From an optimization exercise on the open Yosys and OpenROAD flow, aimed at small area, a short achievable clock period and few clock cycles per item; shortcuts taken in it are not production practice. Where RTL was checked, it was by simulation tests only, not by an equivalence proof against the original. No activity file was given, so power comes from the tool's default toggle rates.

// gomoku_top
module gomoku_top (
    input  logic               clock,
    input  logic               rst,
    input  logic [5-1:0] awaddr,
    input  logic               awvalid,
    output logic               awready,
    input  logic [32-1:0] wdata,
    input  logic               wvalid,
    output logic               wready,
    output logic               bvalid,
    output logic [1:0]         bresp,
    input  logic               bready,
    input  logic [5-1:0] araddr,
    input  logic               arvalid,
    output logic               arready,
    output logic               rvalid,
    output logic [32-1:0] rdata,
    output logic [1:0]         rresp,
    input  logic               rready,
    output logic [6:0]         hex0,
    output logic [6:0]         hex1,
    output logic [7:0]         ledr,
    output logic [7:0]         ledg
);
Size: roughly 620 flip-flops, roughly 120 I/O pins, about 0.031 sq mm of cells after synthesis.
Settings: LEC_CHECK=0, ABC_CLOCK_PERIOD_IN_PS=3000, CAP_MARGIN=20, CORE_MARGIN=2, CORE_UTILIZATION=30, SETUP_SLACK_MARGIN=5, SLEW_MARGIN=20; clock period 8.0 ns.
run.sh (not shown) runs the stock make flow with config.mk's settings and CLKGATE_MAP_FILE= SYNTH_SCRIPT=/design/flow/synth_recipe.tcl, a recipe that flattens the netlist after the stock synthesis.
The starting point ran to the end with no violations.
Testbench counts at the start, summed over its fixed seeds: cycles 17,312, moves 3,200.
==> next run, changes <==
--- a/flow/design.v
+++ b/flow/design.v
@@ -70,20 +70,19 @@
     logic                  ng_fire;
     logic                  pass_fire;
     logic                  lines;       
     logic                  placed;      
     logic                  five_hv;
     logic                  last_ok;
     logic [8:0]            move_count;
     logic [4-1:0]   cell_row;
     logic [4-1:0]   cell_col;
-    logic                  rsel_st;     
-    logic [14:0]           rd_q;
+    logic [3:0]            rsel;        
     logic [8:0]            count_nx;
     gomoku_pkg::cell_t     cell_q;
     logic [4:0]     sum;
     logic [4:0]     dif;
     assign wv = wdata;
     assign awready = ready;
     assign wready  = ready;
     assign bresp   = 2'b00;
     assign arready = !rvalid;
@@ -182,31 +181,32 @@
             end
             if (pass_fire && !won) begin
                 white <= !white;
             end
         end
     end
     always_ff @(posedge clock) begin
         cell_q <= (rst || clear) ? gomoku_pkg::EMPTY : pt;
         if (!rvalid) begin
-            rsel_st <= araddr == 5'h0C;
-            case (araddr)
-                5'h00:     rd_q <= {7'b0, last_row, last_col};
-                5'h08: rd_q <= {7'b0, cell_row, cell_col};
-                5'h0C:   rd_q <= {count_nx, diag ? placed : last_ok, 5'b0};
-                5'h10:     rd_q <= {13'b0, cell_q};
-                default:       rd_q <= '0;
-            endcase
+            rsel[0] <= araddr == 5'h00;
+            rsel[1] <= araddr == 5'h08;
+            rsel[2] <= araddr == 5'h0C;
+            rsel[3] <= araddr == 5'h10;
         end
     end
-    assign rdata = {17'b0, rd_q[14:5],
-                    rd_q[4:1] | {4{rsel_st}} & {won && white, won && !white, white, !white},
-                    rd_q[0]};
+    always_comb begin
+        rdata = '0;
+        if (rsel[0]) rdata[7:0] = rdata[7:0] | {last_row, last_col};
+        if (rsel[1]) rdata[7:0] = rdata[7:0] | {cell_row, cell_col};
+        if (rsel[2]) rdata[14:0] = rdata[14:0] | {move_count, last_ok, won && white, won && !white,
+                                                  white, !white, 1'b0};
+        if (rsel[3]) rdata[1:0] = rdata[1:0] | cell_q;
+    end
 endmodule
 `timescale 1ns/100ps
 module board_store (
     input  logic                                   clock,
     input  logic                                   clear,       
     input  logic                                   wr_en,       
     input  logic [4-1:0]                    wr_row,
     input  logic [4-1:0]                    wr_col,
     input  logic                                   wr_white,
@@ -310,43 +310,34 @@
         for (int s = 0; s + 5 <= 16; s++) begin
             five1 = five1 || &line1[s+:5];
             five2 = five2 || &line2[s+:5];
         end
     end
     assign five = five1 || five2;
 endmodule
 `timescale 1ns/100ps
 module status_display (
-    input  logic                clock,
-    input  logic                rst,
     input  logic [4-1:0] last_row,
     input  logic [4-1:0] last_col,
     input  logic                white,    
     input  logic                won,
     output logic [6:0]          hex0,     
     output logic [6:0]          hex1,     
     output logic [7:0]          ledr,
     output logic [7:0]          ledg
 );
     localparam logic [16*7-1:0] SEGS = {
         7'b0001110, 7'b0000110, 7'b0100001, 7'b1000110,    
         7'b0000011, 7'b0001000, 7'b0010000, 7'b0000000,    
         7'b1111000, 7'b0000010, 7'b0010010, 7'b0011001,    
         7'b0110000, 7'b0100100, 7'b1111001, 7'b1000000};   
-    always_ff @(posedge clock) begin
-        if (rst) begin
-            hex1 <= SEGS[6:0];
-            hex0 <= SEGS[6:0];
-        end else begin
-            hex1 <= SEGS[7*last_row +: 7];
-            hex0 <= SEGS[7*last_col +: 7];
-        end
-    end
+    assign hex1 = SEGS[7*last_row +: 7];
+    assign hex0 = SEGS[7*last_col +: 7];
     assign ledr = {won && !white, 6'b0, !won && !white};
     assign ledg = {!won && white, 6'b0, won && white};
 endmodule
 `timescale 1ns/100ps
 module gomoku_top (
     input  logic               clock,
     input  logic               rst,
     input  logic [5-1:0] awaddr,
     input  logic               awvalid,
@@ -407,13 +398,12 @@
     );
     win_checker u_check (
         .diag, .s1, .neg1, .s2, .hi2,
         .row (last_row),
         .col (last_col),
         .white, .p1_b, .p1_w, .p2_b, .p2_w,
         .k1, .k2, .five
     );
     status_display u_disp (
-        .clock, .rst,
         .last_row, .last_col, .white, .won, .hex0, .hex1, .ledr, .ledg
     );
 endmodule
Routed wire length grows by 2.4%; power shrinks by 6.2%; final cell count shrinks by 2.0%; global-route usage grows by 1.2 points; non-clock buffer count grows by 35; fmax shrinks by 9.9%; die area shrinks by 2.8%; final area shrinks by 2.2%; critical path depth shrinks by 8; setup slack gets worse by 0.38 ns; via count stays flat; utilization barely changes; combinational power shrinks by about 7%; clock-buffer cell count shrinks by 12.
No functional check of the RTL was part of the second run of this note.

========
## trial 47
Another version of the RTL of gomoku_top (not shown whole).
Size: about 3200 cells after synthesis, about 620 flip-flops, ~120 I/O pins, ~31000 µm² of cells after synthesis.
==> flow/config.mk <==
export PLATFORM = sky130hd
export DESIGN_NAME = gomoku_top
export DESIGN_NICKNAME = gomoku_top
export VERILOG_FILES = /design/flow/design.v
export SDC_FILE = /design/flow/constraint.sdc
export NUM_CORES = 4
export LEC_CHECK = 0
export ABC_CLOCK_PERIOD_IN_PS = 3000
export CAP_MARGIN = 20
export CORE_MARGIN = 2
export CORE_UTILIZATION = 30
export SETUP_SLACK_MARGIN = 5
export SLEW_MARGIN = 20
==> flow/constraint.sdc <==
create_clock -name core_clock -period 8.0 [get_ports {clock}]
set_input_delay 1.6000 -clock core_clock [delete_from_list [all_inputs] [get_ports {clock}]]
set_output_delay 1.6000 -clock core_clock [all_outputs]
set_load 0.01 [all_outputs]
Testbench counts of trial 47, summed over its fixed seeds: cycles 17,312, moves 3,200.
Input changes introduced in trial 50 (baseline for comparison: trial 47):
--- a/flow/design.v
+++ b/flow/design.v
@@ -184,21 +184,19 @@
             hex0 <= seg7(wv.move.col);
         end
     end
     always_ff @(posedge clock) begin
         if (rst) begin
             placed <= 1'b0;
         end else begin
             placed <= lines && pt == gomoku_pkg::EMPTY && !won;
         end
-        if (lines) begin
-            five_hv <= five;
-        end
+        five_hv <= five;   
     end
     assign count_nx = move_count + 9'(placed);
     always_ff @(posedge clock) begin
         if (rst || ng_fire) begin
             white      <= 1'b0;
             won        <= 1'b0;
             last_ok    <= 1'b0;
             move_count <= '0;
         end else begin
@@ -297,26 +295,42 @@
     output logic [16-1:0][4-1:0]    k2,
     output logic                                   five
 );
     logic [16-1:0] ok1;
     logic [16-1:0] ok2;
     logic [16-1:0] line1;
     logic [16-1:0] line2;
     logic                  five1;
     logic                  five2;
+    function automatic logic [2:0] add_m(input logic [2:0] t, input int m);
+        case (m)
+            0: add_m = {t[2], t[1], t[0]};
+            1: add_m = {t[2] || (t[1] && t[0]), t[1] ^ t[0], !t[0]};
+            2: add_m = {t[2] || t[1], !t[1], t[0]};
+            default: add_m = {t[2] || t[1] || t[0], !(t[1] ^ t[0]), !t[0]};
+        endcase
+    endfunction
+    function automatic logic [2:0] sub_m(input logic [2:0] t, input int m);
+        case (m)
+            0: sub_m = {t[2], t[1], t[0]};
+            1: sub_m = {t[2] || (!t[1] && !t[0]), !(t[1] ^ t[0]), !t[0]};
+            2: sub_m = {t[2] || !t[1], !t[1], t[0]};
+            default: sub_m = {t[2] || !(t[1] && t[0]), t[1] ^ t[0], !t[0]};
+        endcase
+    endfunction
     always_comb begin
         for (int i = 0; i < 16; i++) begin
             logic [2:0] h1;
             logic [2:0] h2;
-            h1 = s1[i % 4][4:2] + (diag ? 3'(i / 4) : 3'd0);
-            h2 = s2[i % 4][4:2] - (diag ? 3'(i / 4) : 3'd0);
-            k1[i]  = {h1[1:0], s1[i % 4][1:0]};
-            k2[i]  = {h2[1:0], s2[i % 4][1:0]};
+            h1 = add_m(s1[i % 4][4:2], i / 4);
+            h2 = sub_m(s2[i % 4][4:2], i / 4);
+            k1[i]  = {diag ? h1[1:0] : s1[i % 4][3:2], s1[i % 4][1:0]};
+            k2[i]  = {diag ? h2[1:0] : s2[i % 4][3:2], s2[i % 4][1:0]};
             ok1[i] = !diag || h1[2] == neg1;
             ok2[i] = !diag || h2[2] == hi2;
         end
     end
     always_comb begin
         for (int i = 0; i < 16; i++) begin
             line1[i] = (ok1[i] && (white ? p1_w[i] : p1_b[i])) || row == 4'(i);
             line2[i] = (ok2[i] && (white ? p2_w[i] : p2_b[i])) || col == 4'(i);
         end
### Flow results
Status | trial 50 and trial 47 | clean
Between trial 50 and trial 47, it is trial 50 whose required time of the critical path is higher, by 0.11 ns.
The lower fraction of the mapped netlist area in compound gates of trial 50 and trial 47 is in trial 47.
Compared with trial 47, in trial 50 utilization of the core after routing shrank by 0.28 points; maximum resistive drop on vdd shrank by 39%.
When trial 50 is measured against trial 47, its shortest period the worst path allows turns out 0.14 ns higher.
Trial 47 ended up with fewer cell instances than trial 50 did.
Proportion of synthesized chip area in sequential cells was lower in trial 50 than in trial 47.
Testbench counts of trial 50, summed over its fixed seeds: cycles 17,312, moves 3,200.

-- port drivers added, routing unchanged --
Ports are ideal in the flow. The routed layouts listed here were re-timed in OpenROAD. Step 1 (the two cells are an assumption about what drives the block):
set clk [get_ports {clock}]
set_driving_cell -lib_cell sky130_fd_sc_hd__clkbuf_16 $clk
set_driving_cell -lib_cell sky130_fd_sc_hd__buf_2 [delete_from_list [all_inputs] $clk]
Step 2 moves the port delays by t, midway between the first and last clock arrival at a register: inputs arrive t later, outputs are due t later. That takes back most of the time a late clock gives input paths. Slacks: ideal / step 1 / step 2; pairs: ideal / step 1.
run	shift t [ns]	setup slack, ns	worst hold slack (ns)	latest minus earliest clock arrival (ns)
the first run of note 1	0.693	4.571 / 4.541 / 4.344	0.486 / 0.486 / 0.486	0.029 / 0.029
the second run of note 1	0.703	4.195 / 4.131 / 4.393	0.490 / 0.490 / 0.490	0.018 / 0.018
trial 47	0.695	4.567 / 4.567 / 4.379	0.457 / 0.457 / 0.457	0.032 / 0.032
trial 50	0.687	4.428 / 4.428 / 4.300	0.479 / 0.479 / 0.479	0.041 / 0.042
After both steps every run listed still meets setup and hold. For the first run of note 1, which loses most, drivers alone change the setup slack by -0.030 ns; drivers and shift together by -0.227 ns.
